Background: an optimization exercise with open tools, aiming at small area and a short achievable clock period. Do not read the settings as production practice.
In this exercise RTL edits were held to simulation tests only and were not proved equivalent to the original.
Power and IR drop assume default switching activity.

==> job 8979 <==
Design branch_predictor_gshare, start of the top module:
module branch_predictor_gshare #(
  parameter int PC_WIDTH       = 32,
  parameter int INSTR_ALIGN    = 2,
  parameter int PHT_INDEX_BITS = 8,
  parameter int BHR_WIDTH      = 8,
  parameter int CTR_WIDTH      = 2,
  parameter int BTB_INDEX_BITS = 4,
  parameter int MODE           = 1,
  parameter int STAT_WIDTH     = 16
) (
  input  logic                  clk,
  input  logic                  reset_n,
  input  logic                  lookup_valid,
  input  logic [PC_WIDTH-1:0]   lookup_pc,
  output logic                  pred_taken,
  output logic [PC_WIDTH-1:0]   pred_target,
  output logic                  pred_btb_hit,
  output logic [BHR_WIDTH-1:0]  pred_bhr,
  input  logic                  upd_valid,
  input  logic [PC_WIDTH-1:0]   upd_pc,
  input  logic                  upd_taken,
  input  logic [PC_WIDTH-1:0]   upd_target,
  input  logic [BHR_WIDTH-1:0]  upd_bhr,
  input  logic                  upd_mispredict,
  output logic [STAT_WIDTH-1:0] stat_lookups,
  output logic [STAT_WIDTH-1:0] stat_mispredicts
);
==> module branch_predictor_gshare, before the edit <==
module branch_predictor_gshare #(
  parameter int PC_WIDTH       = 32,
  parameter int INSTR_ALIGN    = 2,
  parameter int PHT_INDEX_BITS = 8,
  parameter int BHR_WIDTH      = 8,
  parameter int CTR_WIDTH      = 2,
  parameter int BTB_INDEX_BITS = 4,
  parameter int MODE           = 1,
  parameter int STAT_WIDTH     = 16
) (
  input  logic                  clk,
  input  logic                  reset_n,
  input  logic                  lookup_valid,
  input  logic [PC_WIDTH-1:0]   lookup_pc,
  output logic                  pred_taken,
  output logic [PC_WIDTH-1:0]   pred_target,
  output logic                  pred_btb_hit,
  output logic [BHR_WIDTH-1:0]  pred_bhr,
  input  logic                  upd_valid,
  input  logic [PC_WIDTH-1:0]   upd_pc,
  input  logic                  upd_taken,
  input  logic [PC_WIDTH-1:0]   upd_target,
  input  logic [BHR_WIDTH-1:0]  upd_bhr,
  input  logic                  upd_mispredict,
  output logic [STAT_WIDTH-1:0] stat_lookups,
  output logic [STAT_WIDTH-1:0] stat_mispredicts
);
  localparam int PHT_DEPTH = 1 << PHT_INDEX_BITS;
  localparam int BTB_DEPTH = 1 << BTB_INDEX_BITS;
  localparam int TAG_WIDTH = PC_WIDTH - INSTR_ALIGN - BTB_INDEX_BITS;
  localparam logic [CTR_WIDTH-1:0] CTR_INIT = CTR_WIDTH'((1 << (CTR_WIDTH - 1)) - 1);
  localparam logic [PC_WIDTH-1:0]  PC_STEP  = PC_WIDTH'(1) << INSTR_ALIGN;
  logic [CTR_WIDTH-1:0] pht_q [PHT_DEPTH];
  logic [BTB_DEPTH-1:0] btb_valid_q;
  logic [TAG_WIDTH-1:0] btb_tag_q [BTB_DEPTH];
  logic [PC_WIDTH-1:0]  btb_target_q [BTB_DEPTH];
  logic [BHR_WIDTH-1:0] bhr_q;
  function automatic logic [PHT_INDEX_BITS-1:0] pht_index(
    input logic [PC_WIDTH-1:0]  pc,
    input logic [BHR_WIDTH-1:0] hist
  );
    logic [PHT_INDEX_BITS-1:0] hist_ext;
    hist_ext = '0;
    hist_ext[BHR_WIDTH-1:0] = hist;
    if (MODE == 0) pht_index = pc[INSTR_ALIGN +: PHT_INDEX_BITS];
    else           pht_index = pc[INSTR_ALIGN +: PHT_INDEX_BITS] ^ hist_ext;
  endfunction
  logic [PHT_INDEX_BITS-1:0] lk_pht_idx;
  logic [BTB_INDEX_BITS-1:0] lk_btb_idx;
  logic [TAG_WIDTH-1:0]      lk_tag;
  logic [CTR_WIDTH-1:0]      lk_ctr;
  always_comb begin
    lk_pht_idx   = pht_index(lookup_pc, bhr_q);
    lk_btb_idx   = lookup_pc[INSTR_ALIGN +: BTB_INDEX_BITS];
    lk_tag       = lookup_pc[PC_WIDTH-1 -: TAG_WIDTH];
    lk_ctr       = pht_q[lk_pht_idx];
    pred_btb_hit = btb_valid_q[lk_btb_idx] && (btb_tag_q[lk_btb_idx] == lk_tag);
    pred_taken   = pred_btb_hit && lk_ctr[CTR_WIDTH-1];
    pred_target  = pred_taken ? btb_target_q[lk_btb_idx] : lookup_pc + PC_STEP;
    pred_bhr     = bhr_q;
  end
  logic [PHT_INDEX_BITS-1:0] up_pht_idx;
  logic [BTB_INDEX_BITS-1:0] up_btb_idx;
  logic [TAG_WIDTH-1:0]      up_tag;
  logic [BHR_WIDTH:0]        bhr_shift;
  logic                      upd_pc_unused;
  always_comb begin
    up_pht_idx    = pht_index(upd_pc, upd_bhr);
    up_btb_idx    = upd_pc[INSTR_ALIGN +: BTB_INDEX_BITS];
    up_tag        = upd_pc[PC_WIDTH-1 -: TAG_WIDTH];
    bhr_shift     = {bhr_q, upd_taken};
    upd_pc_unused = &{1'b0, upd_pc[INSTR_ALIGN-1:0]};
  end
  always_ff @(posedge clk or negedge reset_n) begin
    if (!reset_n) begin
      for (int i = 0; i < PHT_DEPTH; i++) pht_q[i] <= CTR_INIT;
      btb_valid_q <= '0;
      bhr_q       <= '0;
    end else if (upd_valid) begin
      if (upd_taken) begin
        if (pht_q[up_pht_idx] != '1) pht_q[up_pht_idx] <= pht_q[up_pht_idx] + CTR_WIDTH'(1);
        btb_valid_q[up_btb_idx] <= 1'b1;
      end else if (pht_q[up_pht_idx] != '0) begin
        pht_q[up_pht_idx] <= pht_q[up_pht_idx] - CTR_WIDTH'(1);
      end
      bhr_q <= bhr_shift[BHR_WIDTH-1:0];
    end
  end
  always_ff @(posedge clk) begin
    if (upd_valid && upd_taken) begin
      btb_tag_q[up_btb_idx]    <= up_tag;
      btb_target_q[up_btb_idx] <= upd_target;
    end
  end
  always_ff @(posedge clk or negedge reset_n) begin
    if (!reset_n) begin
      stat_lookups     <= '0;
      stat_mispredicts <= '0;
    end else begin
      if (lookup_valid && (stat_lookups != '1))
        stat_lookups <= stat_lookups + STAT_WIDTH'(1);
      if (upd_valid && upd_mispredict && (stat_mispredicts != '1))
        stat_mispredicts <= stat_mispredicts + STAT_WIDTH'(1);
    end
  end
endmodule
Settings: LEC_CHECK=0, CAP_MARGIN=20, CORE_MARGIN=2, CORE_UTILIZATION=40, SLEW_MARGIN=20; clock period 7.0 ns.
run.sh (not shown) runs the stock make flow with config.mk's settings and CLKGATE_MAP_FILE= SYNTH_SCRIPT=/design/flow/synth_recipe.tcl, a recipe that flattens the netlist after the stock synthesis.
==> job 8016 (differences from job 8979) <==
--- a/flow/design.v
+++ b/flow/design.v
@@ -31,9 +31,4 @@
   localparam logic [CTR_WIDTH-1:0] CTR_INIT = CTR_WIDTH'((1 << (CTR_WIDTH - 1)) - 1);
   localparam logic [PC_WIDTH-1:0]  PC_STEP  = PC_WIDTH'(1) << INSTR_ALIGN;
-  logic [CTR_WIDTH-1:0] pht_q [PHT_DEPTH];
-  logic [BTB_DEPTH-1:0] btb_valid_q;
-  logic [TAG_WIDTH-1:0] btb_tag_q [BTB_DEPTH];
-  logic [PC_WIDTH-1:0]  btb_target_q [BTB_DEPTH];
-  logic [BHR_WIDTH-1:0] bhr_q;
   function automatic logic [PHT_INDEX_BITS-1:0] pht_index(
     input logic [PC_WIDTH-1:0]  pc,
@@ -46,43 +41,111 @@
     else           pht_index = pc[INSTR_ALIGN +: PHT_INDEX_BITS] ^ hist_ext;
   endfunction
+  logic [PHT_DEPTH*CTR_WIDTH-1:0] pht_q;
+  logic                           pht_clr_q;
+  logic                           wb_v_q;
+  logic [PHT_INDEX_BITS-1:0]      wb_idx_q;
+  logic                           wb_t_q;
+  logic [BTB_DEPTH-1:0]           btb_valid_q;
+  logic [TAG_WIDTH-1:0]           btb_tag_q    [BTB_DEPTH];
+  logic [PC_WIDTH-1:0]            btb_target_q [BTB_DEPTH];
+  logic [BHR_WIDTH-1:0]           bhr_q;
+  localparam int PHT_LO_BITS = PHT_INDEX_BITS / 2;
+  localparam int PHT_HI_BITS = PHT_INDEX_BITS - PHT_LO_BITS;
+  localparam int PHT_COLS    = 1 << PHT_LO_BITS;
+  localparam int PHT_ROWS    = 1 << PHT_HI_BITS;
+  logic [PHT_COLS-1:0] wr_col;
+  logic [PHT_ROWS-1:0] wr_row;
+  always_comb begin
+    for (int c = 0; c < PHT_COLS; c++)
+      wr_col[c] = pht_clr_q || (wb_idx_q[PHT_LO_BITS-1:0] == PHT_LO_BITS'(c));
+    for (int r = 0; r < PHT_ROWS; r++)
+      wr_row[r] = pht_clr_q || (wb_v_q && wb_idx_q[PHT_INDEX_BITS-1:PHT_LO_BITS] == PHT_HI_BITS'(r));
+  end
+  logic [CTR_WIDTH-1:0] wb_cur, wb_new;
+  always_comb begin
+    wb_cur = '0;
+    for (int r = 0; r < PHT_ROWS; r++) begin
+      logic [CTR_WIDTH-1:0] row_rd;
+      row_rd = '0;
+      for (int c = 0; c < PHT_COLS; c++)
+        row_rd |= {CTR_WIDTH{wr_col[c]}} & pht_q[(r*PHT_COLS+c)*CTR_WIDTH +: CTR_WIDTH];
+      wb_cur |= {CTR_WIDTH{wr_row[r]}} & row_rd;
+    end
+    if (wb_t_q) wb_new = (wb_cur == '1) ? wb_cur : wb_cur + CTR_WIDTH'(1);
+    else        wb_new = (wb_cur == '0) ? wb_cur : wb_cur - CTR_WIDTH'(1);
+  end
+  always_ff @(posedge clk or negedge reset_n) begin
+    if (!reset_n) pht_clr_q <= 1'b1;
+    else          pht_clr_q <= 1'b0;
+  end
+  always_ff @(posedge clk or negedge reset_n) begin
+    if (!reset_n) wb_v_q <= 1'b0;
+    else          wb_v_q <= upd_valid;
+  end
+  always_ff @(posedge clk) begin
+    wb_idx_q <= pht_index(upd_pc, upd_bhr);
+    wb_t_q   <= upd_taken;
+  end
+  logic [CTR_WIDTH-1:0] wr_data;
+  assign wr_data = pht_clr_q ? CTR_INIT : wb_new;
+  for (genvar k = 0; k < PHT_DEPTH; k++) begin : g_pht
+    always_ff @(posedge clk) begin
+      if (wr_row[k / PHT_COLS] && wr_col[k % PHT_COLS])
+        pht_q[k*CTR_WIDTH +: CTR_WIDTH] <= wr_data;
+    end
+  end
   logic [PHT_INDEX_BITS-1:0] lk_pht_idx;
-  logic [BTB_INDEX_BITS-1:0] lk_btb_idx;
+  logic [PHT_COLS-1:0]       lk_col;
+  logic [PHT_ROWS-1:0]       lk_row;
+  logic [BTB_DEPTH-1:0]      lk_sel;
   logic [TAG_WIDTH-1:0]      lk_tag;
-  logic [CTR_WIDTH-1:0]      lk_ctr;
+  logic [TAG_WIDTH-1:0]      lk_tag_rd;
+  logic [PC_WIDTH-1:0]       lk_tgt_rd;
+  logic                      lk_vld_rd;
+  logic                      lk_dir_rd;
+  logic                      lk_byp;
+  logic                      lk_dir;
   always_comb begin
-    lk_pht_idx   = pht_index(lookup_pc, bhr_q);
-    lk_btb_idx   = lookup_pc[INSTR_ALIGN +: BTB_INDEX_BITS];
-    lk_tag       = lookup_pc[PC_WIDTH-1 -: TAG_WIDTH];
-    lk_ctr       = pht_q[lk_pht_idx];
-    pred_btb_hit = btb_valid_q[lk_btb_idx] && (btb_tag_q[lk_btb_idx] == lk_tag);
-    pred_taken   = pred_btb_hit && lk_ctr[CTR_WIDTH-1];
-    pred_target  = pred_taken ? btb_target_q[lk_btb_idx] : lookup_pc + PC_STEP;
+    lk_pht_idx = pht_index(lookup_pc, bhr_q);
+    lk_tag     = lookup_pc[PC_WIDTH-1 -: TAG_WIDTH];
+    for (int c = 0; c < PHT_COLS; c++) lk_col[c] = lk_pht_idx[PHT_LO_BITS-1:0] == PHT_LO_BITS'(c);
+    for (int r = 0; r < PHT_ROWS; r++) lk_row[r] = lk_pht_idx[PHT_INDEX_BITS-1:PHT_LO_BITS] == PHT_HI_BITS'(r);
+    for (int i = 0; i < BTB_DEPTH; i++) lk_sel[i] = lookup_pc[INSTR_ALIGN +: BTB_INDEX_BITS] == BTB_INDEX_BITS'(i);
+    lk_dir_rd = 1'b0;
+    for (int r = 0; r < PHT_ROWS; r++) begin
+      logic row_rd;
+      row_rd = 1'b0;
+      for (int c = 0; c < PHT_COLS; c++)
+        row_rd |= lk_col[c] & pht_q[(r*PHT_COLS+c)*CTR_WIDTH + CTR_WIDTH-1];
+      lk_dir_rd |= lk_row[r] & row_rd;
+    end
+    lk_tag_rd = '0;
+    lk_tgt_rd = '0;
+    lk_vld_rd = 1'b0;
+    for (int i = 0; i < BTB_DEPTH; i++) begin
+      lk_tag_rd |= {TAG_WIDTH{lk_sel[i]}} & btb_tag_q[i];
+      lk_tgt_rd |= {PC_WIDTH{lk_sel[i]}} & btb_target_q[i];
+      lk_vld_rd |= lk_sel[i] & btb_valid_q[i];
+    end
+    lk_byp       = wb_v_q && (lookup_pc[INSTR_ALIGN +: PHT_INDEX_BITS] == pht_index(
+                     {{(PC_WIDTH-INSTR_ALIGN-PHT_INDEX_BITS){1'b0}}, wb_idx_q, {INSTR_ALIGN{1'b0}}},
+                     bhr_q));
+    lk_dir       = lk_byp ? wb_new[CTR_WIDTH-1] : lk_dir_rd;
+    pred_btb_hit = lk_vld_rd && (lk_tag_rd == lk_tag);
+    pred_taken   = pred_btb_hit && lk_dir;
+    pred_target  = pred_taken ? lk_tgt_rd : lookup_pc + PC_STEP;
     pred_bhr     = bhr_q;
   end
-  logic [PHT_INDEX_BITS-1:0] up_pht_idx;
   logic [BTB_INDEX_BITS-1:0] up_btb_idx;
   logic [TAG_WIDTH-1:0]      up_tag;
-  logic [BHR_WIDTH:0]        bhr_shift;
-  logic                      upd_pc_unused;
-  always_comb begin
-    up_pht_idx    = pht_index(upd_pc, upd_bhr);
-    up_btb_idx    = upd_pc[INSTR_ALIGN +: BTB_INDEX_BITS];
-    up_tag        = upd_pc[PC_WIDTH-1 -: TAG_WIDTH];
-    bhr_shift     = {bhr_q, upd_taken};
-    upd_pc_unused = &{1'b0, upd_pc[INSTR_ALIGN-1:0]};
-  end
+  assign up_btb_idx = upd_pc[INSTR_ALIGN +: BTB_INDEX_BITS];
+  assign up_tag     = upd_pc[PC_WIDTH-1 -: TAG_WIDTH];
   always_ff @(posedge clk or negedge reset_n) begin
     if (!reset_n) begin
-      for (int i = 0; i < PHT_DEPTH; i++) pht_q[i] <= CTR_INIT;
       btb_valid_q <= '0;
       bhr_q       <= '0;
     end else if (upd_valid) begin
-      if (upd_taken) begin
-        if (pht_q[up_pht_idx] != '1) pht_q[up_pht_idx] <= pht_q[up_pht_idx] + CTR_WIDTH'(1);
-        btb_valid_q[up_btb_idx] <= 1'b1;
-      end else if (pht_q[up_pht_idx] != '0) begin
-        pht_q[up_pht_idx] <= pht_q[up_pht_idx] - CTR_WIDTH'(1);
-      end
-      bhr_q <= bhr_shift[BHR_WIDTH-1:0];
+      if (upd_taken) btb_valid_q[up_btb_idx] <= 1'b1;
+      bhr_q <= {bhr_q[BHR_WIDTH-2:0], upd_taken};
     end
   end
==> flow/flow/run.sh (new file) <==
#!/bin/bash
set -euo pipefail
export CTS_ARGS="-sink_clustering_enable -repair_clock_nets -dont_use_dummy_load -sink_clustering_size 25 -sink_clustering_max_diameter 60 -buf_list sky130_fd_sc_hd__clkbuf_16"
export BUFFER_PORTS_ARGS="-buffer_cell sky130_fd_sc_hd__buf_2"
bash standard.sh finish > flow_make.log 2>&1
==> flow/standard.sh (new file) <==
#!/bin/bash
# synth_recipe.tcl (not shown) runs the flow's synth.tcl, then flattens the netlist and writes it again
# the make line also repeats each setting of config.mk as NAME=value (left out here)
make -C /OpenROAD-flow-scripts/flow DESIGN_CONFIG=/design/flow/config.mk WORK_HOME=/design/flow/orfs CLKGATE_MAP_FILE= SYNTH_SCRIPT=/design/flow/synth_recipe.tcl "${@:-finish}"
Settings changed: CORE_UTILIZATION 40 to 65, CTS_BUF_LIST set to sky130_fd_sc_hd__clkbuf_16, CTS_CLUSTER_DIAMETER set to 60, CTS_CLUSTER_SIZE set to 25, PLACE_DENSITY set to 0.75, SETUP_SLACK_MARGIN set to 2.5, TNS_END_PERCENT set to 5.
removed: flow/run.sh
==> results.txt <==
Of job 8979 and job 8016, job 8979 has the higher power (gap 32%, measured against job 8016). Non-clock buffer count: job 8979 is higher than job 8016 (626). Job 8979 passed the timing, DRC and antenna checks. Job 8016 finished with timing, DRC and antenna clean. Against job 8979, the synthesized cell count of job 8016 is lower by 14%. Of job 8016 and job 8979, job 8979 has the higher area after synthesis (gap about 11%, measured against job 8979). Register-to-register slack: job 8979 is better than job 8016 (0.07 ns). In sequential power, job 8979 and job 8016 hardly differ. Sequential cell count: job 8016 is higher than job 8979 (11). Between job 8979 and job 8016, the lower setup slack is in job 8979 (gap 0.36 ns).

[re-timing with driven ports]
The flow's constraints put no driver on any port. The routed layouts listed below were extracted and timed again, unchanged, in two steps. Step 1: set_driving_cell puts a clkbuf_16 on clk and a buf_2 on each other input, an assumption about the parent block. Step 2 times the ports against the registers' clock, not the clock port: input delays grow and output delays shrink by t, the midpoint of the rising clock arrivals with the driver on. a / b / c = no drivers / after step 1 / after step 2; a / b = the first two.
run | shift t [ns] | slack for setup (ns) | worst setup path at the end | worst data-port slew with drivers (ns) | pins driven straight from the clock port
job 8979 | 0.909 | 0.074 / 0.013 / -0.588 | input to register | 0.17 | 1
job 8016 | 0.773 | 0.434 / 0.384 / 0.384 | input to output | 0.20 | 1
With both steps, setup timing fails in job 8979, where it was met with ideal ports. The setup slack of job 8979, which loses most, moves by -0.061 ns with the drivers and by -0.662 ns with both steps.
